Context: an optimization exercise on an open-source flow, tuned for small area. The choices shown serve that exercise and are no tape-out recipe.
The RTL was checked by simulation tests, not by an equivalence proof against the original design.
No activity file was given, so power comes from the tool's default toggle rates. The clock port is modelled as an ideal driver; clocking choices that lean on that would not hold on a real chip.

===== flow/config.mk =====
export PLATFORM = sky130hd
export DESIGN_NAME = dds_spi_slave
export DESIGN_NICKNAME = dds_spi_slave
export VERILOG_FILES = /design/flow/design.v
export SDC_FILE = /design/flow/constraint.sdc
export NUM_CORES = 4
export LEC_CHECK = 0
export CAP_MARGIN = 20
export CORE_MARGIN = 2
export CORE_UTILIZATION = 60
export PLACE_DENSITY = 0.7
export SLEW_MARGIN = 20
export SYNTH_HIERARCHICAL = 1

===== flow/constraint.sdc =====
create_clock -name core_clock -period 5.0 [get_ports {clk}]
set_input_delay 1.0000 -clock core_clock [delete_from_list [all_inputs] [get_ports {clk}]]
set_output_delay 1.0000 -clock core_clock [all_outputs]
set_load 0.01 [all_outputs]

===== flow/run.sh =====
#!/bin/bash
# synth_recipe.tcl (not shown) runs the flow's synth.tcl, then flattens the netlist and writes it again
# the make line also repeats each setting of config.mk as NAME=value (left out here)
make -C /OpenROAD-flow-scripts/flow DESIGN_CONFIG=/design/flow/config.mk WORK_HOME=/design/flow/orfs CLKGATE_MAP_FILE= SYNTH_SCRIPT=/design/flow/synth_recipe.tcl finish

===== flow/design.v =====
package dds_spi_pkg;
  localparam int unsigned ADDR_W       = 5;
  localparam int unsigned DATA_W       = 64;
  localparam int unsigned INSTR_RW_BIT = 7;
  localparam int unsigned CNT_W        = 7;
  typedef logic [2:0] state_t;
  localparam state_t IDLE    = 3'd0;
  localparam state_t INSTR   = 3'd1;
  localparam state_t DATA_WR = 3'd2;
  localparam state_t DATA_RD = 3'd3;
  localparam state_t DONE    = 3'd4;
  function automatic logic [3:0] nbytes(input logic [ADDR_W-1:0] addr,
                                        input int unsigned short_last);
    nbytes = ({27'd0, addr} <= short_last) ? 4'd4 : 4'd8;
  endfunction
endpackage
module dds_spi_sync #(
  parameter int unsigned STAGES = 2
) (
  input  logic clk,
  input  logic rst,
  input  logic d,
  output logic q,
  output logic p
);
  logic [STAGES:0] chain;
  always_ff @(posedge clk or negedge rst) begin
    if (!rst) chain <= '0;
    else      chain <= {chain[STAGES-1:0], d};
  end
  assign q = chain[STAGES-1];
  assign p = chain[STAGES];
endmodule
import dds_spi_pkg::*;
module dds_spi_slave #(
  parameter int unsigned NREG        = 23,
  parameter int unsigned SHORT_LAST  = 10,
  parameter int unsigned SYNC_STAGES = 2
) (
  input  logic              clk,
  input  logic              rst,
  input  logic              SCLK,
  input  logic              CS,
  input  logic              SDIO,
  output logic              SDO,
  input  logic              IO_UPDATE,
  input  logic [ADDR_W-1:0] rd_addr,
  output logic [DATA_W-1:0] rd_data,
  output logic              wr_strobe,
  output logic [ADDR_W-1:0] wr_addr,
  output logic              upd_pulse
);
  localparam int unsigned NLONG = NREG - SHORT_LAST - 1;   
  localparam int unsigned LBASE = SHORT_LAST + 1;          
  logic [SYNC_STAGES:0]   sclk_c, cs_c, upd_c;
  logic [SYNC_STAGES-1:0] sdio_c;
  logic sclk_q, sclk_p, sclk_rise, sclk_fall;
  logic cs_q, cs_p, cs_fall;
  logic sdio_q;
  logic upd_q, upd_p, upd_rise;
  always_ff @(posedge clk or negedge rst) begin
    if (!rst) begin
      sclk_c <= '0;
      cs_c   <= '0;
      upd_c  <= '0;
      sdio_c <= '0;
    end else begin
      sclk_c <= {sclk_c[SYNC_STAGES-1:0], SCLK};
      cs_c   <= {cs_c[SYNC_STAGES-1:0], CS};
      upd_c  <= {upd_c[SYNC_STAGES-1:0], IO_UPDATE};
      sdio_c <= {sdio_c[SYNC_STAGES-2:0], SDIO};
    end
  end
  assign sclk_q    = sclk_c[SYNC_STAGES-1];
  assign sclk_p    = sclk_c[SYNC_STAGES];
  assign cs_q      = cs_c[SYNC_STAGES-1];
  assign cs_p      = cs_c[SYNC_STAGES];
  assign upd_q     = upd_c[SYNC_STAGES-1];
  assign upd_p     = upd_c[SYNC_STAGES];
  assign sdio_q    = sdio_c[SYNC_STAGES-1];
  assign sclk_rise = sclk_q & ~sclk_p;
  assign sclk_fall = ~sclk_q & sclk_p;
  assign cs_fall   = ~cs_q & cs_p;
  assign upd_rise  = upd_q & ~upd_p;
  dds_spi_pkg::state_t state_q, state_d;
  logic [CNT_W-1:0]    bit_cnt_q, bit_cnt_d;
  logic [DATA_W-1:0]   sr_q, sr_d;
  logic [ADDR_W-1:0]   addr_q, addr_d;
  logic                commit_q, commit_d;
  logic                sdo_d;
  logic [7:0]          instr_c;
  logic [CNT_W-1:0]    nbits_c;
  logic                ld, sr_en;
  logic [31:0] sh_lo [NREG];
  logic [31:0] sh_hi [NLONG];
  logic [31:0] ac_lo [NREG];
  logic [31:0] ac_hi [NLONG];
  logic [NREG-1:0] sh_v, ac_v;
  assign instr_c = {sr_q[6:0], sdio_q};
  assign nbits_c = ({27'd0, addr_q} > SHORT_LAST) ? CNT_W'(64) : CNT_W'(32);
  assign ld = (state_q == INSTR) && !cs_q && sclk_rise && bit_cnt_q == CNT_W'(7) &&
              instr_c[INSTR_RW_BIT];
  assign sr_en = ld | ((state_q == DATA_RD) ? sclk_fall : sclk_rise);
  logic [NREG-1:0] rsel, isel;
  logic [DATA_W-1:0] rd_data_d;
  for (genvar r = 0; r < NREG; r++) begin : g_sel
    assign rsel[r] = (rd_addr == ADDR_W'(r)) & ac_v[r];
    assign isel[r] = (instr_c[ADDR_W-1:0] == ADDR_W'(r)) & ac_v[r] & ld;
  end
  for (genvar b = 0; b < 32; b++) begin : g_bit
    logic [NREG-1:0]  rlo;
    logic [NLONG-1:0] rhi;
    logic [NREG:0]    slo;    
    logic [NLONG:0]   shi;    
    logic [NREG:0]    slo_s;
    logic [NLONG:0]   shi_s;
    for (genvar r = 0; r < NREG; r++) begin : g_r
      assign rlo[r] = ac_lo[r][b];
      if (r < LBASE) assign slo[r] = ac_lo[r][b];
      else           assign slo[r] = ac_hi[r-LBASE][b];
    end
    for (genvar r = 0; r < NLONG; r++) begin : g_h
      assign rhi[r] = ac_hi[r][b];
      assign shi[r] = ac_lo[r+LBASE][b];
    end
    assign slo[NREG]    = sr_q[31+b];
    if (b == 0) begin : g_b0
      assign shi[NLONG] = sdio_q;
    end else begin : g_bn
      assign shi[NLONG] = sr_q[b-1];
    end
    assign slo_s        = {~ld, isel};
    assign shi_s        = {~ld, isel[NREG-1:LBASE]};
    dds_spi_ao23 u_rlo (.s(rsel),             .d(rlo), .y(rd_data_d[b]));
    dds_spi_ao12 u_rhi (.s(rsel[NREG-1:LBASE]), .d(rhi), .y(rd_data_d[32+b]));
    dds_spi_ao24 u_slo (.s(slo_s),            .d(slo), .y(sr_d[32+b]));
    dds_spi_ao13 u_shi (.s(shi_s),            .d(shi), .y(sr_d[b]));
  end
  always_comb begin
    state_d   = state_q;
    bit_cnt_d = bit_cnt_q;
    addr_d    = addr_q;
    commit_d  = 1'b0;
    sdo_d     = SDO;
    if (state_q != IDLE && cs_q) begin
      state_d   = IDLE;
      sdo_d     = 1'b0;
      bit_cnt_d = '0;
    end else begin
      case (state_q)
        IDLE: begin
          sdo_d     = 1'b0;
          bit_cnt_d = '0;
          if (cs_fall) state_d = INSTR;
        end
        INSTR: begin
          if (sclk_rise) begin
            bit_cnt_d = bit_cnt_q + CNT_W'(1);
            if (bit_cnt_q == CNT_W'(7)) begin
              addr_d    = instr_c[ADDR_W-1:0];
              bit_cnt_d = '0;
              state_d   = instr_c[INSTR_RW_BIT] ? DATA_RD : DATA_WR;
            end
          end
        end
        DATA_WR: begin
          if (sclk_rise) begin
            bit_cnt_d = bit_cnt_q + CNT_W'(1);
            if (bit_cnt_q == nbits_c - CNT_W'(1)) begin
              state_d  = DONE;
              commit_d = ({27'd0, addr_q} < NREG);
            end
          end
        end
        DATA_RD: begin
          if (sclk_fall) begin
            if (bit_cnt_q == nbits_c) begin
              sdo_d   = 1'b0;
              state_d = DONE;
            end else begin
              sdo_d     = sr_q[DATA_W-1];
              bit_cnt_d = bit_cnt_q + CNT_W'(1);
            end
          end
        end
        DONE: ;
        default: state_d = IDLE;
      endcase
    end
  end
  always_ff @(posedge clk or negedge rst) begin
    if (!rst) begin
      state_q   <= IDLE;
      bit_cnt_q <= '0;
      addr_q    <= '0;
      commit_q  <= 1'b0;
      SDO       <= 1'b0;
      wr_strobe <= 1'b0;
      wr_addr   <= '0;
      upd_pulse <= 1'b0;
      rd_data   <= '0;
    end else begin
      state_q   <= state_d;
      bit_cnt_q <= bit_cnt_d;
      addr_q    <= addr_d;
      commit_q  <= commit_d;
      SDO       <= sdo_d;
      wr_strobe <= commit_q;
      if (commit_q) wr_addr <= addr_q;
      upd_pulse <= upd_rise;
      rd_data   <= rd_data_d;
    end
  end
  always_ff @(posedge clk) begin
    if (sr_en) sr_q <= sr_d;
  end
  always_ff @(posedge clk or negedge rst) begin
    if (!rst) begin
      sh_v <= '0;
      ac_v <= '0;
    end else begin
      if (upd_rise) ac_v <= sh_v;
      for (int i = 0; i < NREG; i++)
        if (commit_q && addr_q == ADDR_W'(i)) sh_v[i] <= 1'b1;
    end
  end
  always_ff @(posedge clk) begin
    if (upd_rise) begin
      for (int i = 0; i < NREG; i++)  ac_lo[i] <= sh_lo[i];
      for (int i = 0; i < NLONG; i++) ac_hi[i] <= sh_hi[i];
    end
    for (int i = 0; i < NREG; i++)
      if (commit_q && addr_q == ADDR_W'(i)) sh_lo[i] <= sr_q[31:0];
    for (int i = 0; i < NLONG; i++)
      if (commit_q && addr_q == ADDR_W'(i + LBASE)) sh_hi[i] <= sr_q[63:32];
  end
endmodule
module dds_spi_aoi222 (
  input  logic [2:0] s,
  input  logic [2:0] d,
  output logic       y
);
  assign y = ~((s[0] & d[0]) | (s[1] & d[1]) | (s[2] & d[2]));
endmodule
module dds_spi_aoi22 (
  input  logic [1:0] s,
  input  logic [1:0] d,
  output logic       y
);
  assign y = ~((s[0] & d[0]) | (s[1] & d[1]));
endmodule
module dds_spi_ao12 (
  input  logic [11:0] s,
  input  logic [11:0] d,
  output logic        y
);
  logic [3:0] n;
  for (genvar k = 0; k < 4; k++) begin : g
    dds_spi_aoi222 u (.s(s[3*k +: 3]), .d(d[3*k +: 3]), .y(n[k]));
  end
  assign y = ~&n;
endmodule
module dds_spi_ao13 (
  input  logic [12:0] s,
  input  logic [12:0] d,
  output logic        y
);
  logic [4:0] n;
  for (genvar k = 0; k < 4; k++) begin : g
    dds_spi_aoi222 u (.s(s[3*k +: 3]), .d(d[3*k +: 3]), .y(n[k]));
  end
  assign n[4] = ~(s[12] & d[12]);
  assign y = ~&n;
endmodule
module dds_spi_ao23 (
  input  logic [22:0] s,
  input  logic [22:0] d,
  output logic        y
);
  logic [7:0] n;
  for (genvar k = 0; k < 7; k++) begin : g
    dds_spi_aoi222 u (.s(s[3*k +: 3]), .d(d[3*k +: 3]), .y(n[k]));
  end
  dds_spi_aoi22 u7 (.s(s[22:21]), .d(d[22:21]), .y(n[7]));
  assign y = ~&n;
endmodule
module dds_spi_ao24 (
  input  logic [23:0] s,
  input  logic [23:0] d,
  output logic        y
);
  logic [7:0] n;
  for (genvar k = 0; k < 8; k++) begin : g
    dds_spi_aoi222 u (.s(s[3*k +: 3]), .d(d[3*k +: 3]), .y(n[k]));
  end
  assign y = ~&n;
endmodule

==> Flow_metrics.wiki, run 1 <==
{| class="wikitable"
! Metric !! Value
|-
| Via count of the first global-routing pass || 47995
|-
| Number of distinct library cells after synthesis || 50
|-
| Overall via count from detail_route || between 40000 and 50000
|-
| Hold-fix buffers at CTS || 0
|-
| Most frequent cell after synthesis || edfxtp_1
|-
| Hold violation total from the final report || 0
|-
| Floorplan core area || 140000 µm²
|-
| Share of flip-flops with an asynchronous set or reset || 5.92%
|-
| Clock slew at reported path FFs || around 60 ps
|-
| Avg Inst Size Synth || between 20 and 25 µm²
|-
| CTS tree || done
|-
| Number of buffers created by CTS || 226
|-
| Largest incremental delay on the critical path || 780 ps
|-
| Starting DRT DRC Count || 13775
|-
| GRT Util Overall || a little under two fifths
|-
| HPWL reported at the end of detailed placement || 139000 µm
|-
| Net Count, Synth || 3802
|-
| Clock sink count || 2449
|-
| Leakage component of the power || around 32 nW
|-
| Weighted congestion reported at the end of routability-driven placement || 0.878
|-
| Relative max-transition margin || 18.2%
|-
| Starting Density || a little over 60%
|-
| Post-route total power || 0.0405 W
|-
| Initial antenna violation count || 3
|-
| F_max || between 200 and 300 MHz
|-
| Yosys top cell by area || edfxtp_1
|-
| H-tree depth reported by CTS || 4
|-
| Worst reg2reg setup slack || roughly 1100 ps
|-
| Number of resized instances in the post-cts repair step || 0
|-
| Dominant cells by area after synthesis || edfxtp_1 (82%), a222oi_1 (8.7%), dfrtp_1 (4.3%)
|-
| Std cell rows || 137
|-
| Placed instance area || 89600 µm²
|-
| Reg-to-reg critical path endpoint || sr_q[52]
|-
| Number of pins with negative max-slew slack in the final report || 0
|-
| Setup TNS || 0 ps
|-
| Share of layout cells above drive strength 1 || 14.8%
|-
| Cell count of the worst reg-to-reg path || 9
|-
| Int Power || 0.0325 W
|-
| Largest driver fanout on the critical path || 14
|-
| Remaining antenna violation count || 0
|-
| Vias per cell || 7.85
|-
| Largest clock skew in the final design || between 30 and 40 ps
|-
| RSZ-0062 raised after global routing || no
|-
| Crit path required time || 5720 ps
|-
| Slew at the pin closest to its max-slew limit || 1230 ps
|-
| Net switching power figure || 0.00795 W
|-
| Pin count of the biggest net entering global routing || 141
|-
| Die span in x || 379 µm
|-
| Sequential cell area fraction in the yosys report || 86.4%
|-
| Part of the total power dissipated in sequential elements || 56.1%
|-
| Area growth from synthesis to layout || 15.2%
|-
| Length of routed met3 wiring || 49400 µm
|-
| Dominant synthesized flop cell || edfxtp_1
|-
| Root Buffer || clkbuf_16
|-
| Critical path, cell by cell || or4_4 -> nand4bb_1 -> buf_4 -> nor4_1 -> and3_2 -> buf_4 -> a222oi_1 -> nand4_1 -> or2_1
|-
| Start of the worst register-to-register path || bit_cnt_q[5]
|-
| Number of top-level pins || 83
|-
| Design area || 97100 µm²
|-
| Peak supply drop || ~0.31 mV
|-
| Max-cap check violation count || 0
|-
| Average detailed-routed wire length per instance || 42.0 µm
|-
| Net total in the final layout || around 4300
|-
| Logic gate share of total power || roughly 1.1%
|-
| Crit Path Category || flop to flop
|-
| Iteration count of the initial detailed-routing pass || 14
|-
| Top routing layer used || met5
|-
| Commonest cells in the netlist || edfxtp_1 (2304), a222oi_1 (736), nand4_1 (193)
|-
| Worst-skew pair later-pin latency || 850 ps
|-
| Cell mode on critical path || buf_4
|-
| Setup crit end kind || flop
|-
| Net switching fraction of the power || 19.6%
|-
| Count of flip-flops with a built-in enable after synthesis || around 2300
|-
| Yosys top cell area share || between 80% and 90%
|-
| Min-Delay Path Class || input pin to async pin
|-
| Cells after Synth || 3789
|-
| Part of the cycle the worst path needs || 78.5%
|-
| Seq. cell area || 72800 µm²
|-
| Final critical path time including I/O delays and setup || 3920 ps
|-
| Startpoint class of the critical path || flop
|-
| CP startpoint || bit_cnt_q[5]
|-
| Tightest hold margin || approximately 220 ps
|-
| Sum of overflow across all layers after global routing || 0
|-
| Total detailed-routing wirelength || between 200000 and 300000 µm
|-
| Power Dens Cells || about 420 nW/µm²
|-
| Clock network power share || 42.8%
|-
| Crit path capture || sr_q[52]
|-
| Multi-input combinational cell area || roughly 12000 µm²
|-
| Arr. time, crit path || roughly 4600 ps
|-
| Number of fill cells in the layout || approximately 8300
|-
| Detailed route wirelength on metal2 || 114000 µm
|-
| Wl on met1 || 87400 µm
|-
| Post-route DRC || 0
|-
| Total Die Area || 143000 µm²
|-
| Buffers inserted during post-CTS setup optimization || 0
|-
| Flops & latches, synth || 2449
|-
| Post-synthesis instance area || ~84000 µm²
|-
| Run status || finished clean
|-
| Wire length of the first global-routing pass || 363000 µm
|-
| Total of buffers placed on input and output ports || 82
|-
| Number of synthesis warnings || 11
|-
| Die Height || 379 µm
|-
| Clock Path Buffers || 3
|-
| Crit-path slowest cell || and3_2
|-
| Setup violators final || 0
|}
final cells by class:
cell class | count | share of cell area (%)
Antenna cell | 3 | 0.00773
Clock buffer | 287 | 6.11
Clock inverter | 134 | 1.54
Inverter | 8 | 0.0309
Multi-Input combinational cell | 1317 | 12.0
Sequential cell | 2449 | 75.0
Tap cell | 1876 | 2.42
Timing Repair Buffer | 249 | 2.84
modules after synthesis (local to each module, per instance), excerpt:
module / flip-flops and latches / cells inside / copies in the design / cell area, µm²
dds_spi_ao13: 0 / 2 / 32 / 13.8
dds_spi_ao23: 0 / 3 / 32 / 18.8
dds_spi_ao24: 0 / 3 / 32 / 18.8
dds_spi_aoi22: 0 / 1 / 32 / 12.5
dds_spi_aoi222: 0 / 1 / 736 / 10.0
dds_spi_slave: 2449 / 2733 / 1 / 74700
power groups by stage:
stage | clock network (W) | registers (W) | logic [W]
3_3_place_gp | 0 | 0.0231 | 0.000437
4_1_cts | 0.0174 | 0.0227 | 0.000453
3_5_place_dp | 0 | 0.0231 | 0.000451
6_report | 0.0173 | 0.0227 | 0.000461
2_1_floorplan | 0 | 0.0231 | 0.000271
5_1_grt | 0.0181 | 0.0227 | 0.000494
cell families (layout without fill, tap and decap cells):
group | after synthesis | in the layout | share of synthesized area, %
mux | 37 | 37 | 0.488
compound gates | 837 | 837 | 9.81
buf+inv | 23 | 678 | 0.120
simple gates | 441 | 441 | 3.15
flops | 2449 | 2449 | 86.4
other cells | 0 | 3 | 0
fa+ha+maj | 2 | 2 | 0.0297
stage by stage:
step	setup WS, ps	utilization [%]	instances
final	1080	69.6	6323
after detailed placement	1100	64.2	5898
after CTS	1310	69.6	6319
after global placement	1160	64.2	5897
after global routing	1000	69.6	6320
after floorplan	781	-	3789
worst min-delay path by stage:
stage	cells after the start	end	start	slack (ps)
floorplan	0	cs_c[1]	cs_c[0]	330
global placement	0	cs_c[1]	cs_c[0]	330
detailed placement	0	upd_c[1]	upd_c[0]	340
CTS	1	rd_data[62]	rst	290
global route	1	rd_data[62]	rst	320
finish	1	rd_data[62]	rst	220
critical path, delay by kind of cell, from the launching register on:
kind / cells / cell delay, ps
buffers and inverters: 2 / 700
AND/OR/NAND/NOR: 6 / 2350
flip-flops: 1 / 450
AO/OA/AOI/OAI: 1 / 270
sequential cells by signal, indices dropped and copies added (netlist names), 2 cells and up:
register and cells:
rd_data 64, sclk_c 3, sr_q 64, wr_addr 5, ac_v 23, state_q 3
sh_v 23, cs_c 3, addr_q 5, ac_hi 384, bit_cnt_q 7, upd_c 3
sh_lo 736, sdio_c 2, ac_lo 736, sh_hi 384
routing by layer:
layer  vias to the layer above  track usage [%]
met2                      5567             53.0
met1                     24530             52.5
met4                         2             17.0
li1                      18514                -
met3                      1012             11.5
met5                         -                0
cell usage in the layout (no fill, tap or decap), drive strengths merged, types with 4 or more instances in the layout:
master / instances
a21o: 33
a21oi: 8
a222oi: 736
a22oi: 33
and2: 5
and3: 47
buf: 167
bufinv: 30
clkbuf: 288
clkdlybuf4s50: 81
clkinv: 92
dfrtp: 145
edfxtp: 2304
inv: 17
mux2: 33
mux2i: 4
nand2: 16
nand2b: 9
nand4: 193
nor2: 37
nor2b: 12
nor3: 12
nor4: 4
o21ai: 7
or2: 89
==> inputs of run 2 (changes only) <==
--- a/flow/design.v
+++ b/flow/design.v
@@ -90,7 +90,8 @@
   logic                sdo_d;
   logic [7:0]          instr_c;
   logic [CNT_W-1:0]    nbits_c;
-  logic                ld, sr_en;
+  logic                ld, ld_q, f_q, f_d, sr_en;
+  logic [ADDR_W-1:0]   raddr_q;
   logic [31:0] sh_lo [NREG];
   logic [31:0] sh_hi [NLONG];
   logic [31:0] ac_lo [NREG];
@@ -100,12 +101,12 @@
   assign nbits_c = ({27'd0, addr_q} > SHORT_LAST) ? CNT_W'(64) : CNT_W'(32);
   assign ld = (state_q == INSTR) && !cs_q && sclk_rise && bit_cnt_q == CNT_W'(7) &&
               instr_c[INSTR_RW_BIT];
-  assign sr_en = ld | ((state_q == DATA_RD) ? sclk_fall : sclk_rise);
+  assign f_d = ld_q ? sclk_fall : f_q;
+  assign sr_en = ld_q | ((state_q == DATA_RD) ? sclk_fall : sclk_rise);
   logic [NREG-1:0] rsel, isel;
-  logic [DATA_W-1:0] rd_data_d;
   for (genvar r = 0; r < NREG; r++) begin : g_sel
-    assign rsel[r] = (rd_addr == ADDR_W'(r)) & ac_v[r];
-    assign isel[r] = (instr_c[ADDR_W-1:0] == ADDR_W'(r)) & ac_v[r] & ld;
+    assign rsel[r] = (raddr_q == ADDR_W'(r)) & ac_v[r];
+    assign isel[r] = (addr_q == ADDR_W'(r)) & ac_v[r] & ld_q;
   end
   for (genvar b = 0; b < 32; b++) begin : g_bit
     logic [NREG-1:0]  rlo;
@@ -129,10 +130,10 @@
     end else begin : g_bn
       assign shi[NLONG] = sr_q[b-1];
     end
-    assign slo_s        = {~ld, isel};
-    assign shi_s        = {~ld, isel[NREG-1:LBASE]};
-    dds_spi_ao23 u_rlo (.s(rsel),             .d(rlo), .y(rd_data_d[b]));
-    dds_spi_ao12 u_rhi (.s(rsel[NREG-1:LBASE]), .d(rhi), .y(rd_data_d[32+b]));
+    assign slo_s        = {~ld_q, isel};
+    assign shi_s        = {~ld_q, isel[NREG-1:LBASE]};
+    dds_spi_ao23 u_rlo (.s(rsel),             .d(rlo), .y(rd_data[b]));
+    dds_spi_ao12 u_rhi (.s(rsel[NREG-1:LBASE]), .d(rhi), .y(rd_data[32+b]));
     dds_spi_ao24 u_slo (.s(slo_s),            .d(slo), .y(sr_d[32+b]));
     dds_spi_ao13 u_shi (.s(shi_s),            .d(shi), .y(sr_d[b]));
   end
@@ -178,7 +179,7 @@
               sdo_d   = 1'b0;
               state_d = DONE;
             end else begin
-              sdo_d     = sr_q[DATA_W-1];
+              sdo_d     = ld_q ? sr_d[DATA_W-1] : f_q ? sr_q[DATA_W-2] : sr_q[DATA_W-1];
               bit_cnt_d = bit_cnt_q + CNT_W'(1);
             end
           end
@@ -198,7 +199,9 @@
       wr_strobe <= 1'b0;
       wr_addr   <= '0;
       upd_pulse <= 1'b0;
-      rd_data   <= '0;
+      raddr_q   <= '0;
+      ld_q      <= 1'b0;
+      f_q       <= 1'b0;
     end else begin
       state_q   <= state_d;
       bit_cnt_q <= bit_cnt_d;
@@ -208,7 +211,9 @@
       wr_strobe <= commit_q;
       if (commit_q) wr_addr <= addr_q;
       upd_pulse <= upd_rise;
-      rd_data   <= rd_data_d;
+      raddr_q   <= rd_addr;
+      ld_q      <= ld;
+      f_q       <= f_d;
     end
   end
   always_ff @(posedge clk) begin
@@ -219,20 +224,20 @@
       sh_v <= '0;
       ac_v <= '0;
     end else begin
-      if (upd_rise) ac_v <= sh_v;
+      if (upd_pulse) ac_v <= sh_v;
       for (int i = 0; i < NREG; i++)
-        if (commit_q && addr_q == ADDR_W'(i)) sh_v[i] <= 1'b1;
+        if (wr_strobe && wr_addr == ADDR_W'(i)) sh_v[i] <= 1'b1;
     end
   end
   always_ff @(posedge clk) begin
-    if (upd_rise) begin
+    if (upd_pulse) begin
       for (int i = 0; i < NREG; i++)  ac_lo[i] <= sh_lo[i];
       for (int i = 0; i < NLONG; i++) ac_hi[i] <= sh_hi[i];
     end
     for (int i = 0; i < NREG; i++)
-      if (commit_q && addr_q == ADDR_W'(i)) sh_lo[i] <= sr_q[31:0];
+      if (wr_strobe && wr_addr == ADDR_W'(i)) sh_lo[i] <= sr_q[31:0];
     for (int i = 0; i < NLONG; i++)
-      if (commit_q && addr_q == ADDR_W'(i + LBASE)) sh_hi[i] <= sr_q[63:32];
+      if (wr_strobe && wr_addr == ADDR_W'(i + LBASE)) sh_hi[i] <= sr_q[63:32];
   end
 endmodule
 module dds_spi_aoi222 (
--- a/flow/config.mk
+++ b/flow/config.mk
@@ -7,7 +7,9 @@
 export LEC_CHECK = 0
 export CAP_MARGIN = 20
 export CORE_MARGIN = 2
-export CORE_UTILIZATION = 60
-export PLACE_DENSITY = 0.7
+export CORE_UTILIZATION = 65
+export CTS_CLUSTER_DIAMETER = 100
+export CTS_CLUSTER_SIZE = 30
+export PLACE_DENSITY = 0.75
 export SLEW_MARGIN = 20
 export SYNTH_HIERARCHICAL = 1
==> Flow_metrics.wiki, run 2 <==
{| class="wikitable"
! Metric !! Value
|-
| Run status || failed layout checks
|-
| Layout Check Fail Reasons || negative setup slack
|-
| Floorplan core area || 126000 µm²
|-
| Seq. cell area || 71400 µm²
|-
| Relative max-transition margin || 13.1%
|-
| Share of layout cells above drive strength 1 || 10.4%
|-
| Remaining antenna violation count || 0
|-
| Setup violators final || 2
|-
| Count of flip-flops with a built-in enable after synthesis || 2304
|-
| Worst reg2reg setup slack || 1510 ps
|-
| Post-route total power || roughly 0.032 W
|-
| Final critical path time including I/O delays and setup || 5040 ps
|-
| Sequential cell area fraction in the yosys report || 86.2%
|-
| Share of flip-flops with an asynchronous set or reset || 3.68%
|-
| Net switching power figure || 0.00632 W
|-
| Clock network power share || between 20 and 30%
|-
| Most frequent cells in the layout || edfxtp_1 (2304), a222oi_1 (736), nand4_1 (192), buf_4 (126), clkbuf_16 (91)
|-
| Leakage component of the power || 26.8 nW
|-
| Arr. time, crit path || 4040 ps
|-
| Hold-fix buffers at CTS || 0
|-
| Vias per cell || 8.20
|-
| Commonest cells in the netlist || edfxtp_1 (2304), a222oi_1 (736), nand4_1 (192)
|-
| Number of fill cells in the layout || 7140
|-
| Setup TNS || -44.2 ps
|-
| Hold violation total from the final report || 0
|-
| Clock sink count || 2392
|-
| Via count of the first global-routing pass || ~45000
|-
| F_max || a little under 200 MHz
|-
| Flops & latches, synth || 2392
|-
| Largest incremental delay on the critical path || about 1000 ps
|-
| Overall via count from detail_route || 46954
|-
| Total Die Area || 130000 µm²
|-
| Starting DRT DRC Count || ~14000
|-
| Number of distinct library cells after synthesis || 47
|-
| Total of buffers placed on input and output ports || 82
|-
| Number of pins with negative max-slew slack in the final report || 0
|-
| Crit Path Category || flop to output pin
|-
| Most frequent cell after synthesis || edfxtp_1
|-
| Total detailed-routing wirelength || around 240000 µm
|-
| Start of the worst register-to-register path || addr_q[4]
|-
| Weighted congestion reported at the end of routability-driven placement || about 0.88
|-
| CTS tree || done
|-
| Reg-to-reg critical path endpoint || sr_q[48]
|-
| Std cell rows || between 100 and 150
|-
| Largest registers ranked by flip-flop count || ac_lo: 736 flops, sh_lo: 736 flops
|-
| Clock Path Buffers || 3
|-
| Iteration count of the initial detailed-routing pass || 12
|-
| Area growth from synthesis to layout || 8.74%
|-
| HPWL reported at the end of detailed placement || 134000 µm
|-
| Pin count of the biggest net entering global routing || 191
|-
| Peak supply drop || 0.312 mV
|-
| Clock slew at reported path FFs || roughly 120 ps
|-
| Cells after Synth || 3728
|-
| Number of top-level pins || 83
|-
| Net Count, Synth || ~3700
|-
| Yosys top cell by area || edfxtp_1
|-
| Least setup slack across all paths after layout || -37.2 ps
|-
| Crit-path slowest cell || and3_2
|-
| Die Height || 361 µm
|-
| Root Buffer || clkbuf_16
|-
| Avg Inst Size Synth || 22.2 µm²
|-
| Number of buffers created by CTS || 90
|-
| Largest clock skew in the final design || 57.8 ps
|-
| Dominant cells by area after synthesis || edfxtp_1 (84%), a222oi_1 (8.9%), dfrtp_1 (2.7%)
|-
| Worst-skew pair later-pin latency || 750 ps
|-
| Net total in the final layout || around 4000
|-
| GRT Util Overall || roughly 37%
|-
| Multi-input combinational cell area || roughly 12000 µm²
|-
| Wire length of the first global-routing pass || 331000 µm
|-
| Placed instance area || 87500 µm²
|-
| Int Power || roughly 0.026 W
|-
| Most common cell after layout, fill and taps aside || edfxtp_1
|-
| Startpoint class of the critical path || flop
|-
| Part of the cycle the worst path needs || 101%
|-
| Slew at the pin closest to its max-slew limit || 1300 ps
|-
| Post-synthesis instance area || between 80000 and 90000 µm²
|-
| Post-route DRC || 0
|-
| Average detailed-routed wire length per instance || 42.1 µm
|-
| Part of the total power dissipated in sequential elements || 70.2%
|-
| Largest driver fanout on the critical path || 26
|-
| Number of synthesis warnings || 11
|-
| Top delay family on crit path || simple AND/OR/NAND/NOR gates
|-
| Net switching fraction of the power || 19.7%
|-
| Logic gate share of total power || 1.8%
|-
| H-tree depth reported by CTS || 3
|-
| Crit path required time || 4000 ps
|-
| Sum of overflow across all layers after global routing || 0
|-
| Power Dens Cells || 357 nW/µm²
|-
| Starting Density || 65.7%
|-
| Min-Delay Path Class || input pin to async pin
|-
| Setup crit end kind || output pin
|-
| Cell count of the worst reg-to-reg path || 7
|-
| Max-cap check violation count || 0
|-
| Design area || between 90000 and 100000 µm²
|-
| Count of buffer and inverter cells on the critical path || 2
|-
| Die span in x || 361 µm
|-
| Initial antenna violation count || 7
|-
| Dominant synthesized flop cell || edfxtp_1
|-
| Critical path, cell by cell || nor3_1 -> and3_2 -> buf_4 -> a222oi_1 -> nand4_1 -> or2_1 -> clkdlybuf4s50_1
|-
| Yosys top cell area share || 83.5%
|}
-- run 2: cell types whose count changed after synthesis, sizes merged, moves of 3 or more --
| cell | previous run | this run |
|---|---|---|
| dfrtp | 145 | 88 |
| clkbuf | 12 | 7 |
| and3 | 47 | 51 |
| nand3 | 3 | 7 |
| a211o | 0 | 3 |
| a21oi | 8 | 5 |
| inv | 8 | 11 |
-- run 2: logic make-up (layout without fill, tap and decap cells) --
| kind of cell | after synthesis | in the layout | synth area share (%) |
|---|---|---|---|
| flops | 2392 | 2392 | 86.2 |
| compound gates | 828 | 828 | 9.93 |
| simple gates | 448 | 448 | 3.25 |
| mux | 38 | 38 | 0.511 |
| buf+inv | 20 | 364 | 0.0921 |
| fa+ha+maj | 2 | 2 | 0.0302 |
| other cells | 0 | 3 | 0 |
-- run 2: worst max path at each step --
| stage | startpoint | to | slack (ps) | cells after the start |
|---|---|---|---|---|
| floorplan | upd_pulse | ac_v[0] | -3790 | 1 |
| global placement | raddr_q[0] | rd_data[31] | 930 | 8 |
| finish | raddr_q[0] | rd_data[0] | -40 | 7 |
| global route | raddr_q[2] | rd_data[30] | -2 | 8 |
| CTS | raddr_q[1] | rd_data[31] | 30 | 8 |
| detailed placement | raddr_q[1] | rd_data[31] | 840 | 8 |
-- run 2: power by group through the flow --
stage	clock [W]	sequential (W)	combinational (W)
after floorplan	0	0.0231	0.000251
after global placement	0	0.0230	0.000567
after detailed placement	0	0.0230	0.000586
after CTS	0.00897	0.0225	0.000588
after global routing	0.00960	0.0226	0.000639
final	0.00899	0.0225	0.000592
-- run 2: final cells by class --
| class | count | share of cell area, % |
|---|---|---|
| Antenna cell | 3 | 0.00833 |
| Tap cell | 1650 | 2.29 |
| Inverter | 11 | 0.0486 |
| Clock inverter | 9 | 0.158 |
| Clock buffer | 107 | 2.61 |
| Multi-Input combinational cell | 1316 | 13.0 |
| Sequential cell | 2392 | 79.3 |
| Timing Repair Buffer | 237 | 2.61 |
-- run 2: worst reg2reg max path, cell delays in order, from the launching register on --
cell and delay (ps):
dfrtp_1 540, nand2b_1 250, nor2_1 310, and3_4 920, buf_4 710, a222oi_1 340
nand4_1 200, or2_1 110
-- run 2: what timing repair did --
item,CTS,global route
setup buffers,0,0
setup endpoints to repair,0,12
endpoints found under the hold margin,0,0
gates resized for setup,0,7
-- run 2: per-module statistics from Yosys (local to each module, per instance) --
module | area [µm²] | times used | flops+latches | cells inside
dds_spi_slave | 73200 | 1 | 2392 | 2672
dds_spi_ao23 | 18.8 | 32 | 0 | 3
dds_spi_ao24 | 18.8 | 32 | 0 | 3
dds_spi_ao13 | 13.8 | 32 | 0 | 2
dds_spi_aoi22 | 12.5 | 32 | 0 | 1
dds_spi_aoi222 | 10.0 | 736 | 0 | 1
dds_spi_ao12 | 6.26 | 32 | 0 | 1
-- run 2: per-layer routing --
layer	share of wire, %	GRT usage (%)	wire (µm)	up-vias
li1	-	-	-	17844
met1	32	51.5	77800	22985
met2	43	53.6	105000	5234
met3	18	11.3	44200	885
met4	5.9	16.7	14200	6
met5	0.044	0.481	106	-
-- run 2: per-stage QoR --
step	util [%]	std cells	setup slack, ps	hold slack (ps)
after global routing	71.4	5722	-1.55	351
after floorplan	-	3728	-3790	331
after CTS	71.4	5719	27.3	327
after global placement	69.4	5602	928	333
after detailed placement	69.4	5603	841	335
final	71.5	5725	-37.2	321
==> inputs of run 3 (changes only) <==
==> flow/flow/run.sh (new file) <==
#!/bin/bash
# The standard layout (the standard.sh, standard synthesis unchanged) with two changes:
# * the port buffers are buf_2 cells instead of the delay-cell buffer the default picks;
# * clock tree synthesis inserts no dummy loads.
# Every ORFS step writes its own log under orfs/logs/; make's output goes to flow_make.log.
set -euo pipefail
export BUFFER_PORTS_ARGS="-buffer_cell sky130_fd_sc_hd__buf_2"
export CTS_ARGS="-sink_clustering_enable -repair_clock_nets -sink_clustering_size 30 -sink_clustering_max_diameter 100 -dont_use_dummy_load"
bash standard.sh finish > flow_make.log 2>&1
==> flow/standard.sh (new file) <==
#!/bin/bash
# synth_recipe.tcl (not shown) runs the flow's synth.tcl, then flattens the netlist and writes it again
# the make line also repeats each setting of config.mk as NAME=value (left out here)
make -C /OpenROAD-flow-scripts/flow DESIGN_CONFIG=/design/flow/config.mk WORK_HOME=/design/flow/orfs CLKGATE_MAP_FILE= SYNTH_SCRIPT=/design/flow/synth_recipe.tcl "${@:-finish}"
removed: flow/run.sh
==> Flow_metrics.wiki, run 3 <==
{| class="wikitable"
! Metric !! Value
|-
| Slew at the pin closest to its max-slew limit || 1260 ps
|-
| Most common cell after layout, fill and taps aside || edfxtp_1
|-
| Clock slew at reported path FFs || 120 ps
|-
| Number of distinct library cells after synthesis || 47
|-
| Clock sink count || 2392
|-
| Max-cap check violation count || 0
|-
| Hold-fix buffers at CTS || 0
|-
| Min-Delay Path Class || input pin to async pin
|-
| Vias per cell || 8.33
|-
| Avg Inst Size Synth || roughly 22 µm²
|-
| Hold violation total from the final report || 0
|-
| Tightest hold margin || 294 ps
|-
| Leakage component of the power || 26.7 nW
|-
| Starting DRT DRC Count || 13894
|-
| CTS tree || done
|-
| Yosys top cell area share || between 80% and 90%
|-
| Weighted congestion reported at the end of routability-driven placement || 0.882
|-
| Setup violators final || 0
|-
| GRT Util Overall || 37.5%
|-
| Commonest cells in the netlist || edfxtp_1 (2304), a222oi_1 (736), nand4_1 (192)
|-
| Root Buffer || clkbuf_16
|-
| Flops & latches, synth || 2392
|-
| Wire length of the first global-routing pass || 336000 µm
|-
| Crit path required time || 4000 ps
|-
| HPWL reported at the end of detailed placement || 129000 µm
|-
| Post-placement worst setup slack || 1250 ps
|-
| Total of buffers placed on input and output ports || 82
|-
| Placed instance area || 87000 µm²
|-
| Most frequent cell after synthesis || edfxtp_1
|-
| Setup crit end kind || output pin
|-
| Die span in x || 361 µm
|-
| Number of pins with negative max-slew slack in the final report || 0
|-
| Number of synthesis warnings || 11
|-
| Die Height || 361 µm
|-
| Peak supply drop || 0.396 mV
|-
| Dominant synthesized flop cell || edfxtp_1
|-
| Number of buffers created by CTS || 90
|-
| Count of flip-flops with a built-in enable after synthesis || about 2300
|-
| Number of resized instances in the post-cts repair step || 0
|-
| Most frequent cells in the layout || edfxtp_1 (2304), a222oi_1 (736), nand4_1 (192), buf_4 (101), clkbuf_16 (90)
|-
| Buffers inserted during post-CTS setup optimization || 0
|-
| Share of layout cells above drive strength 1 || 11.7%
|-
| Part of the cycle the worst path needs || 94.8%
|-
| Final critical path time including I/O delays and setup || 4740 ps
|-
| Sequential cell area fraction in the yosys report || 86.2%
|-
| Remaining antenna violation count || 0
|-
| Average detailed-routed wire length per instance || 43.5 µm
|-
| Design area || 89200 µm²
|-
| Grt met1 use || 51.9%
|-
| Dominant cells by area after synthesis || edfxtp_1 (84%), a222oi_1 (8.9%), dfrtp_1 (2.7%)
|-
| Power Dens Cells || 357 nW/µm²
|-
| Largest registers ranked by flip-flop count || ac_lo: 736 flops, sh_lo: 736 flops
|-
| Met2 track demand over resource in global routing || 54.1%
|-
| Starting Density || between 60% and 70%
|-
| CP startpoint || raddr_q[3]
|-
| Run status || finished clean
|-
| Floorplan core area || about 130000 µm²
|-
| Total Die Area || 130000 µm²
|-
| Largest driver fanout on the critical path || 41
|-
| Area growth from synthesis to layout || 7.74%
|-
| Overall via count from detail_route || 47280
|-
| Worst-skew pair later-pin latency || 760 ps
|-
| Start of the worst register-to-register path || addr_q[3]
|-
| F_max || roughly 210 MHz
|-
| Net Count, Synth || ~3700
|-
| Least setup slack across all paths after layout || 260 ps
|-
| RSZ-0062 raised after global routing || no
|-
| Yosys top cell by area || edfxtp_1
|-
| Initial antenna violation count || 10
|-
| Via count of the first global-routing pass || 45092
|-
| Post-synthesis instance area || just over 80000 µm²
|-
| Met3 Use GR || ~12%
|-
| Sum of overflow across all layers after global routing || 0
|-
| Iteration count of the initial detailed-routing pass || 15
|-
| Share of flip-flops with an asynchronous set or reset || 3.68%
|-
| Total detailed-routing wirelength || 247000 µm
|-
| Clock Path Buffers || 3
|-
| H-tree depth reported by CTS || 3
|-
| Post-route DRC || 0
|-
| Std cell rows || 130
|-
| Crit Path Category || flop to output pin
|-
| Cells after Synth || 3728
|-
| Layer carrying the most global-route usage || met2
|-
| Relative max-transition margin || 15.7%
|-
| Number of top-level pins || 83
|-
| Largest clock skew in the final design || 92.0 ps
|-
| Pin count of the biggest net entering global routing || 182
|-
| Arr. time, crit path || 3740 ps
|-
| Net total in the final layout || 4036
|-
| Startpoint class of the critical path || flop
|}
[run 3: layer usage]
metal,routed length (µm),up-vias
met2,105000,5452
li1,-,17763
met3,47100,1170
met5,167,-
met4,17400,8
met1,77400,22887
[run 3: path summary, 6_finish.rpt]
check                                   to  depth (start not counted)  slack, ps
max in group asynchronous         sh_v[16]                          2       3700
worst min-delay path              sh_v[21]                          1        290
worst max-delay path            rd_data[2]                          8        260
min in group core_clock           upd_c[1]                          0        360
worst min register to register    upd_c[1]                          0        360
worst max register to register         SDO                          8       1450
[run 3: Yosys stat by module (local to each module, per instance)]
module          times used  flip-flops and latches
dds_spi_ao24            32                       0
dds_spi_ao23            32                       0
dds_spi_ao13            32                       0
dds_spi_aoi22           32                       0
dds_spi_aoi222         736                       0
dds_spi_ao12            32                       0
dds_spi_slave            1                    2392
[run 3: final cells by class]
type,count,area (µm²)
antenna,7,17.5
clock buffer,90,2250
fill,7247,36800
inverter,11,43.8
multi-input combinational,1316,11700
sequential,2392,71400
tap,1650,2060
timing repair buffer,212,1760
[run 3: worst max-delay path: stages (launching register included)]
cell and delay (ps):
dfrtp_1 430, nor2b_1 250, and2_1 220, and3_4 990, buf_4 500, a222oi_1 150
nand4_1 130, or2_1 150, buf_2 140
[run 3: cell families after synthesis]
group / after synthesis / share of synthesized area, %
and+or+nand+nor: 448 / 3.25
muxes: 38 / 0.511
DFF: 2392 / 86.2
adders and majority gates: 2 / 0.0302
AOI/OAI and AO/OA: 828 / 9.93
buffers and inverters: 20 / 0.0921
[run 3: power by group]
part / leakage (nW) / internal (W) / switching (W) / total, W
Clock: 1.11 / 0.00325 / 0.00545 / 0.00870
Combinational: 4.66 / 0.000148 / 0.000429 / 0.000577
Sequential: 20.9 / 0.0222 / 0.000347 / 0.0225
[run 3: stage by stage]
| stage | setup TNS (ps) | instances | utilization, % | power, W |
|---|---|---|---|---|
| after floorplan | -3821100 | 3728 | - | 0.0233 |
| after global placement | 0 | 5581 | 69.0 | 0.0235 |
| after detailed placement | 0 | 5581 | 69.0 | 0.0236 |
| after CTS | 0 | 5671 | 70.8 | 0.0318 |
| after global routing | 0 | 5673 | 70.8 | 0.0325 |
| final | 0 | 5678 | 70.8 | 0.0318 |
==> inputs of run 4 (changes only) <==
--- a/flow/design.v
+++ b/flow/design.v
@@ -224,9 +224,9 @@
       sh_v <= '0;
       ac_v <= '0;
     end else begin
-      if (upd_pulse) ac_v <= sh_v;
+      ac_v <= ac_v | ({NREG{upd_pulse}} & sh_v);
       for (int i = 0; i < NREG; i++)
-        if (wr_strobe && wr_addr == ADDR_W'(i)) sh_v[i] <= 1'b1;
+        sh_v[i] <= sh_v[i] | (wr_strobe && wr_addr == ADDR_W'(i));
     end
   end
   always_ff @(posedge clk) begin
@@ -247,13 +247,6 @@
 );
   assign y = ~((s[0] & d[0]) | (s[1] & d[1]) | (s[2] & d[2]));
 endmodule
-module dds_spi_aoi22 (
-  input  logic [1:0] s,
-  input  logic [1:0] d,
-  output logic       y
-);
-  assign y = ~((s[0] & d[0]) | (s[1] & d[1]));
-endmodule
 module dds_spi_ao12 (
   input  logic [11:0] s,
   input  logic [11:0] d,
@@ -286,7 +279,7 @@
   for (genvar k = 0; k < 7; k++) begin : g
     dds_spi_aoi222 u (.s(s[3*k +: 3]), .d(d[3*k +: 3]), .y(n[k]));
   end
-  dds_spi_aoi22 u7 (.s(s[22:21]), .d(d[22:21]), .y(n[7]));
+  assign n[7] = ~((s[21] & d[21]) | (s[22] & d[22]));
   assign y = ~&n;
 endmodule
 module dds_spi_ao24 (
==> Flow_metrics.wiki, run 4 <==
{| class="wikitable"
! Metric !! Value
|-
| Buffers inserted during post-CTS setup optimization || 0
|-
| Core Util, Final || 70.7%
|-
| Worst-skew pair later-pin latency || 730 ps
|-
| Setup violators final || 0
|-
| HPWL reported at the end of detailed placement || approximately 130000 µm
|-
| Clock slew at reported path FFs || ~110 ps
|-
| Reg-to-reg critical path endpoint || sr_q[53]
|-
| Die span in x || 361 µm
|-
| Total Die Area || 130000 µm²
|-
| Vias per cell || between 8 and 9
|-
| Weighted congestion reported at the end of routability-driven placement || 0.892
|-
| Largest clock skew in the final design || about 62 ps
|-
| Initial antenna violation count || 10
|-
| Wire length of the first global-routing pass || about 330000 µm
|-
| Cell count of the worst reg-to-reg path || 7
|-
| Clock sink count || between 2000 and 2500
|-
| Max-cap check violation count || 0
|-
| Iteration count of the initial detailed-routing pass || 14
|-
| Yosys top cell area share || a little over four fifths
|-
| Pin count of the biggest net entering global routing || roughly 190
|-
| Design area || 89100 µm²
|-
| Crit path capture || rd_data[31]
|-
| Hold-fix buffers at CTS || 0
|-
| Run status || finished clean
|-
| Net total in the final layout || 4051
|-
| F_max || 206 MHz
|-
| Most frequent cells in the layout || edfxtp_1 (2304), a222oi_1 (736), nand4_1 (161), buf_4 (123), clkbuf_16 (90)
|-
| Average detailed-routed wire length per instance || 42.3 µm
|-
| Sum of overflow across all layers after global routing || 0
|-
| Area growth from synthesis to layout || 7.78%
|-
| Largest driver fanout on the critical path || 30
|-
| Largest registers ranked by flip-flop count || ac_lo: 736 flops, sh_lo: 736 flops
|-
| Post-synthesis instance area || 82600 µm²
|-
| Tightest hold margin || between 200 and 250 ps
|-
| RSZ-0062 raised after global routing || no
|-
| Count of flip-flops with a built-in enable after synthesis || approximately 2300
|-
| Dominant synthesized flop cell || edfxtp_1
|-
| Number of placed instances with taps included || 5594
|-
| Number of buffers created by CTS || 90
|-
| H-tree depth reported by CTS || 3
|-
| Via count of the first global-routing pass || 45246
|-
| Sequential cell area fraction in the yosys report || 86.4%
|-
| Number of distinct library cells after synthesis || 58
|-
| Share of layout cells above drive strength 1 || about 11%
|-
| Total of buffers placed on input and output ports || 82
|-
| Start of the worst register-to-register path || addr_q[3]
|-
| Crit-path slowest cell || and3_4
|-
| Cells after Synth || 3732
|-
| Worst reg2reg setup slack || 1510 ps
|-
| Peak supply drop || 0.310 mV
|-
| Root Buffer || clkbuf_16
|-
| CTS tree || done
|-
| CP startpoint || raddr_q[2]
|-
| Critical path, cell by cell || nor3b_1 -> and3_4 -> buf_4 -> a222oi_1 -> nand3_1 -> or3_1 -> buf_2
|-
| Placed instance area || 86800 µm²
|-
| Power Dens Cells || 362 nW/µm²
|-
| Min-Delay Path Class || input pin to async pin
|-
| Flops & latches, synth || 2392
|-
| Yosys top cell by area || edfxtp_1
|-
| Crit path required time || 4000 ps
|-
| Share of flip-flops with an asynchronous set or reset || under 10%
|-
| Most frequent cell after synthesis || edfxtp_1
|-
| Most common cell after layout, fill and taps aside || edfxtp_1
|-
| GRT Util Overall || a little over a third
|-
| Multi-input combinational cell area || about 11000 µm²
|-
| Remaining antenna violation count || 0
|-
| Final critical path time including I/O delays and setup || between 4000 and 5000 ps
|-
| Overall via count from detail_route || approximately 47000
|-
| Startpoint class of the critical path || flop
|-
| Number of resized instances in the post-cts repair step || 0
|-
| Starting Density || between 60% and 70%
|-
| Part of the cycle the worst path needs || a little over nine tenths
|-
| Crit Path Category || flop to output pin
|-
| Post-route total power || 0.0323 W
|-
| Number of pins with negative max-slew slack in the final report || 0
|-
| Starting DRT DRC Count || 13521
|-
| Relative max-transition margin || 11.3%
|-
| Largest incremental delay on the critical path || approximately 890 ps
|-
| Filler-free cell count of the finished design || 5690
|-
| Seq. cell area || 71400 µm²
|-
| Die Height || 361 µm
|-
| Number of synthesis warnings || 11
|-
| Slew at the pin closest to its max-slew limit || 1330 ps
|-
| Floorplan core area || 126000 µm²
|-
| Arr. time, crit path || between 3000 and 4000 ps
|-
| Std cell rows || 130
|-
| Hold violation total from the final report || 0
|-
| Post-route DRC || 0
|-
| Leakage component of the power || about 28 nW
|-
| Net Count, Synth || 3745
|-
| Avg Inst Size Synth || 22.1 µm²
|-
| Setup crit end kind || output pin
|-
| Number of fill cells in the layout || 7243
|-
| Total detailed-routing wirelength || 241000 µm
|-
| Number of top-level pins || 83
|-
| Clock Path Buffers || 3
|-
| Commonest cells in the netlist || edfxtp_1 (2304), a222oi_1 (736), nand4_1 (161)
|-
| Dominant cells by area after synthesis || edfxtp_1 (84%), a222oi_1 (8.9%), dfrtp_1 (2.7%)
|}
==> run 4: cell types whose count changed in the layout (fill, tap and decap cells not counted), moves of 5 or more <==
cell	previous run	this run
or3_1	1	35
nand3_1	7	42
a22o_1	0	33
and3_1	6	0
mux2_2	27	11
buf_4	101	123
a22oi_2	32	0
buf_12	30	23
nand2_1	17	12
nand4_1	192	161
or2_1	64	32
a21o_1	33	56
mux2_4	6	0
==> run 4: cell families (layout without fill, tap and decap cells) <==
kind of cell	count (synthesis)	in the layout	share of synthesized area, %
buffers and inverters	26	330	0.118
AO/OA/AOI/OAI	862	862	10.2
AND/OR/NAND/NOR	435	435	3.12
flip-flops	2392	2392	86.4
other	0	4	0
XOR/XNOR	1	1	0.0106
adder cells (fa/ha/maj)	2	2	0.0303
multiplexers	14	14	0.186
==> run 4: area by class of cell <==
cell class	count	area share, %
diodes	4	0.0112
clock buffers	90	2.53
inverters	12	0.0534
multi-input cells	1314	12.9
flip-flops and latches	2392	80.2
well taps	1650	2.32
repair buffers	228	2.04
==> run 4: worst min-delay path by stage <==
stage                       start   endpoint  slack (ps)  depth (start not counted)
after floorplan           cs_c[0]    cs_c[1]         330                          0
after global placement    cs_c[0]    cs_c[1]         330                          0
after detailed placement  cs_c[0]    cs_c[1]         340                          0
after CTS                     rst  sdio_c[0]         250                          1
after global routing          rst  sdio_c[1]         290                          1
final                         rst   upd_c[2]         250                          1
==> run 4: power by group <==
| part | leakage [nW] | switching, W | internal [W] |
|---|---|---|---|
| sequential | 22.4 | 0.000506 | 0.0224 |
| combinational | 4.93 | 0.000462 | 0.000187 |
| clock | 1.11 | 0.00544 | 0.00325 |
==> run 4: layer usage <==
layer	wire length [µm]	part of all wire, %	global-route usage (%)
met5	182	0.076	1.07
met4	12000	5.0	15.1
met3	48400	20	12.4
met2	104000	43	52.9
met1	75700	31	51.9
==> run 4: modules after synthesis, one instance, submodules excluded <==
module / cells inside / flops+latches / times used / area, µm²
dds_spi_ao13: 2 / 0 / 32 / 13.8
dds_spi_slave: 2676 / 2392 / 1 / 73200
dds_spi_aoi222: 1 / 0 / 736 / 10.0
dds_spi_ao12: 1 / 0 / 32 / 6.26
dds_spi_ao24: 3 / 0 / 32 / 18.8
dds_spi_ao23: 4 / 0 / 32 / 26.3
==> run 4: through the flow <==
| step | worst slack [ps] | TNS, ps |
|---|---|---|
| floorplan | -3600 | -3805410 |
| global placement | 1250 | 0 |
| detailed placement | 1110 | 0 |
| CTS | 329 | 0 |
| global route | 229 | 0 |
| finish | 138 | 0 |
==> run 4: worst max-delay path, delay by kind of cell (launching register included) <==
kind | cells | cell delay [ps]
AO/OA/AOI/OAI | 1 | 180
buffers and inverters | 2 | 640
flip-flops | 1 | 520
AND/OR/NAND/NOR | 4 | 1770
==> inputs of run 5 (changes only) <==
==> flow/flow/run.sh (replaced) <==
#!/bin/bash
# The standard layout (the standard.sh, standard synthesis unchanged) with two changes:
# * the port buffers are buf_1 cells instead of the delay-cell buffer the default picks;
# * clock tree synthesis inserts no dummy loads.
# Every ORFS step writes its own log under orfs/logs/; make's output goes to flow_make.log.
set -euo pipefail
export BUFFER_PORTS_ARGS="-buffer_cell sky130_fd_sc_hd__buf_1"
export CTS_ARGS="-sink_clustering_enable -repair_clock_nets -sink_clustering_size 30 -sink_clustering_max_diameter 100 -dont_use_dummy_load"
bash standard.sh finish > flow_make.log 2>&1
==> Flow_metrics.wiki, run 5 <==
{| class="wikitable"
! Metric !! Value
|-
| Run status || finished clean
|-
| Sum of overflow across all layers after global routing || 0
|-
| Buffers inserted during post-CTS setup optimization || 0
|-
| GRT Util Overall || between 30% and 40%
|-
| Largest registers ranked by flip-flop count || ac_lo: 736 flops, sh_lo: 736 flops
|-
| Number of pins with negative max-slew slack in the final report || 0
|-
| Net switching power figure || 0.00638 W
|-
| Yosys top cell area share || 83.7%
|-
| Dominant cells by area after synthesis || edfxtp_1 (84%), a222oi_1 (8.9%), dfrtp_1 (2.7%)
|-
| Most frequent cells in the layout || edfxtp_1 (2304), a222oi_1 (736), nand4_1 (161), buf_4 (106), clkbuf_16 (89)
|-
| Std cell rows || 130
|-
| Met2 track demand over resource in global routing || 53.4%
|-
| Peak supply drop || 0.263 mV
|-
| CTS tree || done
|-
| Leakage component of the power || 28.0 nW
|-
| Setup TNS || 0 ps
|-
| Clock slew at reported path FFs || 110 ps
|-
| HPWL reported at the end of detailed placement || 130000 µm
|-
| Crit path required time || 4000 ps
|-
| Root Buffer || clkbuf_16
|-
| Dominant synthesized flop cell || edfxtp_1
|-
| Hold-fix buffers at CTS || 0
|-
| Number of synthesis warnings || 11
|-
| Relative max-transition margin || around 20%
|-
| Count of flip-flops with a built-in enable after synthesis || 2304
|-
| Most common cell after layout, fill and taps aside || edfxtp_1
|-
| Least setup slack across all paths after layout || 192 ps
|-
| Via count of the first global-routing pass || 45593
|-
| Worst-skew pair later-pin latency || 750 ps
|-
| Cells after Synth || 3732
|-
| Yosys top cell by area || edfxtp_1
|-
| Sequential cell area fraction in the yosys report || 86.4%
|-
| Layer carrying the most global-route usage || met2
|-
| Met3 Use GR || between 10 and 15%
|-
| Setup violators final || 0
|-
| RSZ-0062 raised after global routing || no
|-
| Final critical path time including I/O delays and setup || 4810 ps
|-
| Setup crit end kind || output pin
|-
| Core Util, Final || 70.6%
|-
| Flops & latches, synth || 2392
|-
| Pin count of the biggest net entering global routing || 196
|-
| Most frequent cell after synthesis || edfxtp_1
|-
| H-tree depth reported by CTS || 3
|-
| Share of layout cells above drive strength 1 || 8.41%
|-
| Number of fill cells in the layout || 7278
|-
| Starting DRT DRC Count || 13677
|-
| Clock network power share || between 20% and 30%
|-
| Vias per cell || 8.28
|-
| Largest clock skew in the final design || between 60 and 70 ps
|-
| Weighted congestion reported at the end of routability-driven placement || between 0.8 and 0.9
|-
| Min-Delay Path Class || input pin to flop
|-
| Post-route DRC || 0
|-
| Clock Path Buffers || 3
|-
| Int Power || 0.0258 W
|-
| Logic gate share of total power || 2.0%
|-
| F_max || 208 MHz
|-
| Slew at the pin closest to its max-slew limit || 1200 ps
|-
| Part of the cycle the worst path needs || 96.2%
|-
| Max-cap check violation count || 0
|-
| Average detailed-routed wire length per instance || 42.3 µm
|-
| Total of buffers placed on input and output ports || between 80 and 90
|-
| Initial antenna violation count || 4
|-
| Net Count, Synth || 3745
|-
| Avg Inst Size Synth || 22.1 µm²
|-
| Total Die Area || 130000 µm²
|-
| Part of the total power dissipated in sequential elements || 71.2%
|-
| Floorplan core area || 126000 µm²
|-
| Wire length of the first global-routing pass || 331000 µm
|-
| Arr. time, crit path || 3810 ps
|-
| Starting Density || 65.6%
|-
| Share of flip-flops with an asynchronous set or reset || 3.68%
|-
| Die span in x || 361 µm
|-
| Tightest hold margin || 345 ps
|-
| Grt met1 use || between 50% and 60%
|-
| Commonest cells in the netlist || edfxtp_1 (2304), a222oi_1 (736), nand4_1 (161)
|-
| Power Dens Cells || 362 nW/µm²
|-
| Overall via count from detail_route || ~47000
|-
| Startpoint class of the critical path || flop
|-
| Largest driver fanout on the critical path || 22
|-
| Number of resized instances in the post-cts repair step || 0
|-
| Net switching fraction of the power || 19.8%
|-
| Net total in the final layout || 4036
|-
| Number of top-level pins || 83
|-
| Clock sink count || 2392
|-
| Remaining antenna violation count || 0
|-
| Iteration count of the initial detailed-routing pass || 13
|-
| Number of buffers created by CTS || 89
|-
| Crit Path Category || flop to output pin
|-
| Hold violation total from the final report || 0
|-
| Area growth from synthesis to layout || 7.52%
|-
| Post-synthesis instance area || 82600 µm²
|-
| Die Height || 361 µm
|-
| Total detailed-routing wirelength || 240000 µm
|-
| Number of distinct library cells after synthesis || 58
|-
| Post-placement worst setup slack || 1120 ps
|}
run 5: power groups by stage:
stage	Sequential, W	Combinational, W	Clock (W)
2_1_floorplan	0.0234	0.000320	0
3_3_place_gp	0.0233	0.000610	0
4_1_cts	0.0229	0.000635	0.00863
6_report	0.0229	0.000645	0.00862
5_1_grt	0.0230	0.000695	0.00922
3_5_place_dp	0.0234	0.000634	0
run 5: per-module statistics from Yosys (local to each module, per instance):
module / flip-flops and latches / cells / cell area, µm² / copies in the design
dds_spi_aoi222: 0 / 1 / 10.0 / 736
dds_spi_slave: 2392 / 2676 / 73200 / 1
dds_spi_ao24: 0 / 3 / 18.8 / 32
dds_spi_ao12: 0 / 1 / 6.26 / 32
dds_spi_ao13: 0 / 2 / 13.8 / 32
dds_spi_ao23: 0 / 4 / 26.3 / 32
run 5: path summary, 6_finish.rpt:
check | from | to | slack, ps | cells after the start
worst max-delay path | raddr_q[0] | rd_data[23] | 190 | 7
worst min-delay path | SDIO | sdio_c[0] | 350 | 1
worst max register to register | addr_q[3] | SDO | 1470 | 9
worst min register to register | upd_c[0] | upd_c[1] | 360 | 0
max in group asynchronous | rst | ac_v[8] | 3690 | 2
min in group asynchronous | rst | upd_c[0] | 370 | 1
run 5: per-stage QoR:
step | cell area, µm² | total power, W | std cells
floorplan | 82700 | 0.0237 | 3732
global placement | 86600 | 0.0239 | 5582
finish | 88900 | 0.0322 | 5675
detailed placement | 86600 | 0.0240 | 5582
CTS | 88800 | 0.0322 | 5671
global route | 88800 | 0.0329 | 5671
run 5: critical path: stages, from the launching register on:
cell      delay (ps)
dfrtp_1          420
nor2_1           440
and3_2           940
buf_4            410
a222oi_1         150
nand4_1          130
or3_1            360
buf_1            210
run 5: cells by family after synthesis:
kind of cell    Yosys count  share of synthesized area (%)
compound gates          862                           10.2
xor+xnor                  1                         0.0106
fa+ha+maj                 2                         0.0303
buf+inv                  26                          0.118
flops                  2392                           86.4
mux                      14                          0.186
simple gates            435                           3.12
run 5: final cells by class:
cell class | instances | area [µm²] | area share, %
inverter | 12 | 47.5 | 0.0535
antenna | 4 | 10.0 | 0.0113
tap | 1650 | 2060 | 2.32
clock buffer | 89 | 2230 | 2.51
sequential | 2392 | 71400 | 80.3
multi-input combinational | 1314 | 11500 | 12.9
timing repair buffer | 214 | 1630 | 1.83
run 5: layer usage:
layer  routed length (µm)  share of wire (%)
met5                   69              0.029
met4                12900                5.4
met3                46800                 20
met2               105000                 44
met1                75600                 31
==> inputs of run 6 (changes only) <==
==> flow/flow/run.sh (replaced) <==
#!/bin/bash
# The standard layout (the standard.sh, standard synthesis unchanged) with two changes:
# * the port buffers are buf_2 cells instead of the delay-cell buffer the default picks;
# * clock tree synthesis inserts no dummy loads.
# Every ORFS step writes its own log under orfs/logs/; make's output goes to flow_make.log.
set -euo pipefail
export BUFFER_PORTS_ARGS="-buffer_cell sky130_fd_sc_hd__buf_2"
export CTS_ARGS="-sink_clustering_enable -repair_clock_nets -sink_clustering_size 26 -sink_clustering_max_diameter 90 -dont_use_dummy_load"
bash standard.sh finish > flow_make.log 2>&1
--- a/flow/config.mk
+++ b/flow/config.mk
@@ -8,8 +8,8 @@
 export CAP_MARGIN = 20
 export CORE_MARGIN = 2
 export CORE_UTILIZATION = 65
-export CTS_CLUSTER_DIAMETER = 100
-export CTS_CLUSTER_SIZE = 30
+export CTS_CLUSTER_DIAMETER = 90
+export CTS_CLUSTER_SIZE = 26
 export PLACE_DENSITY = 0.75
 export SLEW_MARGIN = 20
 export SYNTH_HIERARCHICAL = 1
==> Flow_metrics.wiki, run 6 <==
{| class="wikitable"
! Metric !! Value
|-
| Hold violation total from the final report || 0
|-
| Relative max-transition margin || between 10% and 20%
|-
| Net Count, Synth || approximately 3700
|-
| Post-route total power || 0.0328 W
|-
| Overall via count from detail_route || 47076
|-
| Top delay family on crit path || simple AND/OR/NAND/NOR gates
|-
| Part of the cycle the worst path needs || 97.3%
|-
| Number of buffers created by CTS || 102
|-
| Std cell rows || 130
|-
| HPWL reported at the end of detailed placement || approximately 130000 µm
|-
| Starting Density || 65.6%
|-
| Filler-free cell count of the finished design || 5700
|-
| Seq. cell area || a little over 70000 µm²
|-
| Yosys top cell by area || edfxtp_1
|-
| Start of the worst register-to-register path || addr_q[4]
|-
| Core Util, Final || 71.0%
|-
| Starting DRT DRC Count || between 10000 and 15000
|-
| CP startpoint || raddr_q[2]
|-
| Peak supply drop || 0.312 mV
|-
| Most frequent cell after synthesis || edfxtp_1
|-
| Area growth from synthesis to layout || 8.17%
|-
| Floorplan core area || 126000 µm²
|-
| Area share of fa/ha/maj cells after synthesis || 0.0303%
|-
| Avg Inst Size Synth || 22.1 µm²
|-
| Count of buffer and inverter cells on the critical path || 2
|-
| Power Dens Cells || 367 nW/µm²
|-
| Crit path capture || rd_data[31]
|-
| Number of resized instances in the post-cts repair step || 0
|-
| Share of flip-flops with an asynchronous set or reset || 3.68%
|-
| Largest clock skew in the final design || about 56 ps
|-
| Sum of overflow across all layers after global routing || 0
|-
| Reg-to-reg critical path endpoint || sr_q[10]
|-
| Most common cell after layout, fill and taps aside || edfxtp_1
|-
| Multi-input combinational cell area || 11500 µm²
|-
| Flops & latches, synth || about 2400
|-
| Share of layout cells above drive strength 1 || between 10% and 20%
|-
| Dominant cells by area after synthesis || edfxtp_1 (84%), a222oi_1 (8.9%), dfrtp_1 (2.7%)
|-
| Crit path required time || approximately 4000 ps
|-
| GRT Util Overall || 36.8%
|-
| Setup violators final || 0
|-
| Arr. time, crit path || slightly below 4000 ps
|-
| Setup crit end kind || output pin
|-
| Clock slew at reported path FFs || 110 ps
|-
| Root Buffer || clkbuf_16
|-
| Cells after Synth || 3732
|-
| Post-route DRC || 0
|-
| Number of gates on the worst path with buffers counted || 7
|-
| Number of distinct library cells after synthesis || 58
|-
| Remaining antenna violation count || 0
|-
| Worst-skew pair later-pin latency || a little under 800 ps
|-
| Number of fill cells in the layout || 7220
|-
| Critical path, cell by cell || nor3b_1 -> and3_4 -> buf_4 -> a222oi_1 -> nand3_1 -> or3_1 -> buf_2
|-
| XOR/XNOR share of the synthesized area || 0.0106%
|-
| Max-cap check violation count || 0
|-
| Clock Path Buffers || 3
|-
| Pin count of the biggest net entering global routing || 191
|-
| Weighted congestion reported at the end of routability-driven placement || about 0.89
|-
| Total Die Area || 130000 µm²
|-
| Yosys top cell area share || 83.7%
|-
| Min-Delay Path Class || input pin to async pin
|-
| Worst reg2reg setup slack || approximately 1500 ps
|-
| Cell count of the worst reg-to-reg path || 8
|-
| Run status || finished clean
|-
| H-tree depth reported by CTS || 3
|-
| RSZ-0062 raised after global routing || no
|-
| Slew at the pin closest to its max-slew limit || 1200 ps
|-
| Post-synthesis instance area || 82600 µm²
|-
| Share of cell area taken by muxes after synthesis || 0.186%
|-
| Largest incremental delay on the critical path || 910 ps
|-
| Number of pins with negative max-slew slack in the final report || 0
|-
| Initial antenna violation count || 9
|}
-- run 6: logic make-up (layout without fill, tap and decap cells) --
group / after synthesis / in the layout
other: 0 / 2
muxes: 14 / 14
AOI/OAI and AO/OA: 862 / 862
buffers and inverters: 26 / 342
xor gates and xnor gates: 1 / 1
and+or+nand+nor: 435 / 435
DFF: 2392 / 2392
adders and majority gates: 2 / 2
-- run 6: layout make-up --
type	instances	share of cell area, %
antenna	2	0.00560
clock buffer	102	2.86
inverter	12	0.0532
multi-input combinational	1314	12.9
sequential	2392	79.9
tap	1650	2.31
timing repair buffer	228	2.05
-- run 6: power by group --
part / leakage, nW / total, W / switching (W) / internal [W]
logic: 4.93 / 0.000650 / 0.000464 / 0.000186
clock network: 1.26 / 0.00922 / 0.00558 / 0.00365
registers: 22.4 / 0.0229 / 0.000507 / 0.0224
total: 28.5 / 0.0328 / 0.00655 / 0.0262
-- run 6: routing by layer --
metal | part of all wire, % | up-vias | routed length [µm] | track usage [%]
met1 | 32 | 22957 | 76700 | 52.1
met5 | 0.075 | - | 182 | 0.370
met3 | 20 | 911 | 48200 | 13.0
met4 | 5.2 | 14 | 12600 | 15.5
li1 | - | 17848 | - | -
met2 | 43 | 5346 | 104000 | 52.8
-- run 6: stage by stage --
| stage | TNS, ps | cell area, µm² | hold WS, ps |
|---|---|---|---|
| after floorplan | -3805410 | 82700 | 331 |
| after global placement | 0 | 86700 | 332 |
| after detailed placement | 0 | 86800 | 336 |
| after CTS | 0 | 89300 | 191 |
| after global routing | 0 | 89400 | 242 |
| final | 0 | 89400 | 192 |
-- run 6: worst reg2reg max path: cells and delay by family, from the launching register on --
| kind | cells | cell delay [ps] |
|---|---|---|
| and+or+nand+nor | 4 | 1580 |
| DFF | 1 | 540 |
| buffers and inverters | 2 | 860 |
| AOI/OAI and AO/OA | 2 | 370 |
-- run 6: how the worst min path moves through the flow --
stage	startpoint	endpoint	depth (start not counted)
2_1_floorplan	cs_c[0]	cs_c[1]	0
3_3_place_gp	cs_c[0]	cs_c[1]	0
3_5_place_dp	cs_c[0]	cs_c[1]	0
4_1_cts	rst	wr_addr[3]	1
5_1_grt	rst	wr_addr[0]	1
6_report	rst	wr_addr[3]	1
-- run 6: per-module statistics from Yosys, one instance, submodules excluded --
module          cell area (µm²)  flip-flops and latches
dds_spi_slave             73200                    2392
dds_spi_ao13               13.8                       0
dds_spi_ao23               26.3                       0
dds_spi_aoi222             10.0                       0
dds_spi_ao24               18.8                       0
dds_spi_ao12               6.26                       0

[re-timing with driven ports]
The flow's constraints put no driver on any port. The routed layouts listed below were extracted and timed again, unchanged, in two steps. Step 1 assumes that a clkbuf_16 drives the clock port and a buf_2 every other input. Step 2, shift: input delay + t, output delay - t, t = (earliest + latest rising clock arrival at the registers) / 2. This alone moves slack from input paths to output paths. Three values: ideal ports, drivers, drivers and shift; two values: the first two.
| run | t, ns | slack for setup (ns) |
|---|---|---|
| run 1 | 0.912 | 1.076 / 1.076 / 0.915 |
| run 2 | 0.802 | -0.037 / -0.123 / 0.680 |
| run 3 | 0.799 | 0.260 / 0.183 / 0.982 |
| run 4 | 0.778 | 0.138 / 0.066 / 0.844 |
| run 5 | 0.787 | 0.192 / 0.115 / 0.902 |
| run 6 | 0.827 | 0.135 / 0.063 / 0.890 |
